Background: an optimization exercise with open tools, aiming at small area and a short achievable clock period. Do not read the settings as production practice.
Only simulation tests tie the RTL to the original design; equivalence was not proved.
Power is estimated from default activity; no workload was simulated.

== alpha ==
==> flow/design.v <==
module if_stage #(
    parameter int unsigned BTB_IDX_BITS = 4,
    parameter logic [31:0] RESET_PC     = 32'h0000_0000,
    parameter logic [31:0] NOP_INST     = 32'h0000_0013
) (
    input  logic        clk,
    input  logic        reset,
    input  logic        stall,
    input  logic        flush,
    input  logic [31:0] redirect_pc,
    input  logic        upd_valid,
    input  logic [31:0] upd_pc,
    input  logic        upd_taken,
    input  logic [31:0] upd_target,
    output logic [31:0] imem_addr,
    input  logic [31:0] imem_inst,
    output logic [31:0] if_id_inst,
    output logic [31:0] if_id_pc,
    output logic        if_id_valid,
    output logic        if_id_pred_taken,
    output logic [31:0] if_id_pred_target
);
    localparam int unsigned ENTRIES = 1 << BTB_IDX_BITS;
    localparam int unsigned TAG_W   = 30 - BTB_IDX_BITS;
    logic [31:0] pc_q;
    logic [31:0] inst_q;
    logic [31:0] id_pc_q;
    logic        valid_q;
    logic        pt_q;
    logic [ENTRIES-1:0]            btb_v_q;
    logic [ENTRIES-1:0][TAG_W-1:0] btb_tag_q;
    logic [ENTRIES-1:0][31:0]      btb_tgt_q;
    logic [ENTRIES-1:0][1:0]       btb_ctr_q;
    logic [BTB_IDX_BITS-1:0] idx, uidx;
    logic [ENTRIES-1:0]      lhit_e, uhit_e, usel;
    logic                    pred_taken;
    logic [31:0]             tgt_rd, pc_inc;
    logic                    unused_upd_lsb;
    assign unused_upd_lsb = ^upd_pc[1:0];
    assign idx  = pc_q[BTB_IDX_BITS+1:2];
    assign uidx = upd_pc[BTB_IDX_BITS+1:2];
    always_comb begin
        for (int e = 0; e < ENTRIES; e++) begin
            lhit_e[e] = btb_v_q[e] && btb_ctr_q[e][1] && (btb_tag_q[e] == pc_q[31:BTB_IDX_BITS+2]);
            uhit_e[e] = btb_v_q[e] && (btb_tag_q[e] == upd_pc[31:BTB_IDX_BITS+2]);
            usel[e]   = upd_valid && (uidx == e[BTB_IDX_BITS-1:0]);
        end
    end
    assign pred_taken = lhit_e[idx];
    assign tgt_rd     = btb_tgt_q[idx];
    assign pc_inc     = pc_q + 32'd4;
    logic        adv, clr;
    logic [31:0] pc_hold;
    logic [31:0] pc_tk, pc_nt;
    assign clr       = reset || flush;
    assign adv       = !clr && !stall;
    assign pc_hold   = reset ? RESET_PC : (flush ? redirect_pc : pc_q);
    assign pc_tk     = adv ? tgt_rd : pc_hold;
    assign pc_nt     = adv ? pc_inc : pc_hold;
    always_ff @(posedge clk) begin
        pc_q    <= pred_taken ? pc_tk : pc_nt;
        pt_q    <= adv ? pred_taken : (!clr && pt_q);
        if (clr) begin
            inst_q  <= NOP_INST;
            id_pc_q <= 32'd0;
            valid_q <= 1'b0;
        end else if (!stall) begin
            inst_q  <= imem_inst;
            id_pc_q <= pc_q;
            valid_q <= 1'b1;
        end
    end
    always_ff @(posedge clk) begin
        for (int e = 0; e < ENTRIES; e++) begin
            if (reset)
                btb_v_q[e] <= 1'b0;
            else if (usel[e] && upd_taken)
                btb_v_q[e] <= 1'b1;
        end
    end
    always_ff @(posedge clk) begin
        for (int e = 0; e < ENTRIES; e++) begin
            if (usel[e] && upd_taken) begin
                btb_tag_q[e] <= upd_pc[31:BTB_IDX_BITS+2];
                btb_tgt_q[e] <= upd_target;
            end
            if (usel[e]) begin
                if (uhit_e[e]) begin
                    if (upd_taken) begin
                        if (btb_ctr_q[e] != 2'd3) btb_ctr_q[e] <= btb_ctr_q[e] + 2'd1;
                    end else begin
                        if (btb_ctr_q[e] != 2'd0) btb_ctr_q[e] <= btb_ctr_q[e] - 2'd1;
                    end
                end else if (upd_taken) begin
                    btb_ctr_q[e] <= 2'b10;
                end
            end
        end
    end
    assign imem_addr         = pc_q;
    assign if_id_inst        = inst_q;
    assign if_id_pc          = id_pc_q;
    assign if_id_valid       = valid_q;
    assign if_id_pred_taken  = pt_q;
    assign if_id_pred_target = valid_q ? pc_q : 32'd0;
endmodule
==> flow/config.mk <==
export PLATFORM = sky130hd
export DESIGN_NAME = if_stage
export DESIGN_NICKNAME = if_stage
export VERILOG_FILES = /design/flow/design.v
export SDC_FILE = /design/flow/constraint.sdc
export NUM_CORES = 4
export LEC_CHECK = 0
export CAP_MARGIN = 20
export CORE_MARGIN = 2
export CORE_UTILIZATION = 55
export SETUP_SLACK_MARGIN = 3.1
export SLEW_MARGIN = 20
==> flow/constraint.sdc <==
create_clock -name core_clock -period 6.0 [get_ports {clk}]
set_input_delay 1.2000 -clock core_clock [delete_from_list [all_inputs] [get_ports {clk}]]
set_output_delay 1.2000 -clock core_clock [all_outputs]
set_load 0.01 [all_outputs]
standard.sh (not shown) runs the stock make flow with config.mk's settings and CLKGATE_MAP_FILE= SYNTH_SCRIPT=/design/flow/synth_recipe.tcl, a recipe that flattens the netlist after the stock synthesis.
==> flow/flow/run.sh <==
#!/bin/bash
set -euo pipefail
export BUFFER_PORTS_ARGS="-buffer_cell sky130_fd_sc_hd__buf_2"
export CTS_ARGS="-sink_clustering_enable -repair_clock_nets -dont_use_dummy_load -sink_clustering_size 30 -sink_clustering_max_diameter 80"
bash standard.sh > flow_make.log 2>&1
alpha finished all stages; the layout is clean.
What beta does differently from alpha at the input level:
- changing SETUP_SLACK_MARGIN from 3.1 to 3.5
- setting TNS_END_PERCENT to 10 for the first time
==> flow/run.sh (new file) <==
#!/bin/bash
# synth_recipe.tcl (not shown) runs the flow's synth.tcl, then flattens the netlist and writes it again
# the make line also repeats each setting of config.mk as NAME=value (left out here)
make -C /OpenROAD-flow-scripts/flow DESIGN_CONFIG=/design/flow/config.mk WORK_HOME=/design/flow/orfs CLKGATE_MAP_FILE= SYNTH_SCRIPT=/design/flow/synth_recipe.tcl finish
removed: flow/flow/run.sh
removed: flow/standard.sh
Notes after the runs:
The number of cells after detailed placement on beta is in line with that on alpha. Multi-input gate share of the layout cell area: beta vs alpha down 2.3 points. Overall global routing resource usage for beta is higher than for alpha. Looking at via count across both flows, beta is the weaker of the two, with alpha ahead. Relative to alpha, the total power measured on beta has increased by more than a quarter. | maximum frequency | beta vs alpha | 3.4 MHz higher |. Any difference in sequential power between beta and alpha is small enough to ignore. Timing startpoint of the critical path = pc_q[31]: beta; timing startpoint of the critical path = upd_pc[3]: alpha. Taking alpha as the reference, in beta global-route wire length before repair shows an increase of 4.7%; clock group share of total power shows an increase of 13 points.
Changes in gamma relative to beta:
- SETUP_SLACK_MARGIN: 3.5 -> 2.9
- TNS_END_PERCENT: 10 -> unset
==> flow/flow/run.sh (new file) <==
#!/bin/bash
set -euo pipefail
export BUFFER_PORTS_ARGS="-buffer_cell sky130_fd_sc_hd__buf_2"
export CTS_ARGS="-sink_clustering_enable -repair_clock_nets -dont_use_dummy_load -sink_clustering_size 30 -sink_clustering_max_diameter 80"
bash standard.sh > flow_make.log 2>&1
==> flow/standard.sh (new file) <==
#!/bin/bash
# synth_recipe.tcl (not shown) runs the flow's synth.tcl, then flattens the netlist and writes it again
# the make line also repeats each setting of config.mk as NAME=value (left out here)
make -C /OpenROAD-flow-scripts/flow DESIGN_CONFIG=/design/flow/config.mk WORK_HOME=/design/flow/orfs CLKGATE_MAP_FILE= SYNTH_SCRIPT=/design/flow/synth_recipe.tcl "${@:-finish}"
removed: flow/run.sh
--- outcome ---
- Taking beta as 1.0, gamma lands at 0.861 on post-route cell area.
- From beta to gamma the numbers moved as follows: switching share of power went up by 0.21 points, post-layout worst setup margin decreased by 260 ps relative to the old numbers, clock edge transition at the registers on the reported setup and hold paths went up by 40 ps, leakage power saw a decrease, non-clock buffer area fraction after layout went down by 7.2 points.
- When gamma is measured against beta, its number of antenna cells inserted turns out 1 lower.
- Diff gamma..beta | initial core utilization | negligible
- Est. power | gamma vs beta | gamma lower
- Diff beta -> gamma: cell total after placement lost 14; routed wire length lost about 13%.
- Of the two values seen for end point of the critical path, btb_tag_q[279] was produced by gamma and pc_q[14] by beta.
Input changes introduced in delta (baseline for comparison: gamma):
- SETUP_SLACK_MARGIN now 3.2, was 2.9
- CORE_UTILIZATION now 50, was 55
==> summary.txt <==
- Placed wire-length estimate after detailed placement ended up 3.9% higher on delta than on gamma.
- As of delta, first-pass GRT wire length had risen by a little under 10% compared to gamma.
- Wire length on met2 sits higher in delta than in gamma.
- Fraction of registers with async set or reset after synthesis: gamma vs delta identical
- delta against gamma: final setup slack of the worst path climbed 300 ps; routed wire length climbed 9.5%; average detailed-routed wire length per instance climbed 2.9%.
- Area added between synthesis and finish: delta vs gamma up 9.1 points
- For the number of buffers inserted by post-CTS setup repair, delta came in 104 higher than gamma did.
- Compared to gamma, delta was floorplanned on a bigger die.
- When delta is measured against gamma, its buffer share of cell area turns out 4.8 points higher.

[static timing again, ports no longer ideal]
How much do the figures lean on ideal ports? The routed layouts below were timed once more, with nothing changed but the port constraints.
Step 1, drivers: a clkbuf_16 drives clk and a buf_2 each remaining input, both assumed.
Step 2 adds t to the input delays and takes it off the output delays; t is the mean of the earliest and latest rising clock arrival at the registers after step 1. Input paths then give back, and output paths get back, about the clock's delay inside the block.
Three values: ideal ports, drivers, drivers and shift; two values: the first two.
run | t, ns | setup WS [ns] | clock arrival spread, ns
alpha | 0.691 | 3.042 / 3.000 / 2.310 | 0.081 / 0.081
beta | 0.782 | 3.071 / 3.025 / 2.317 | 0.033 / 0.033
gamma | 0.696 | 2.809 / 2.852 / 2.156 | 0.065 / 0.064
delta | 0.748 | 3.109 / 2.990 / 2.242 | 0.105 / 0.105
After both steps setup and hold are still met in every run listed. The setup slack of delta, which loses most, moves by -0.119 ns with the drivers and by -0.867 ns with both steps.
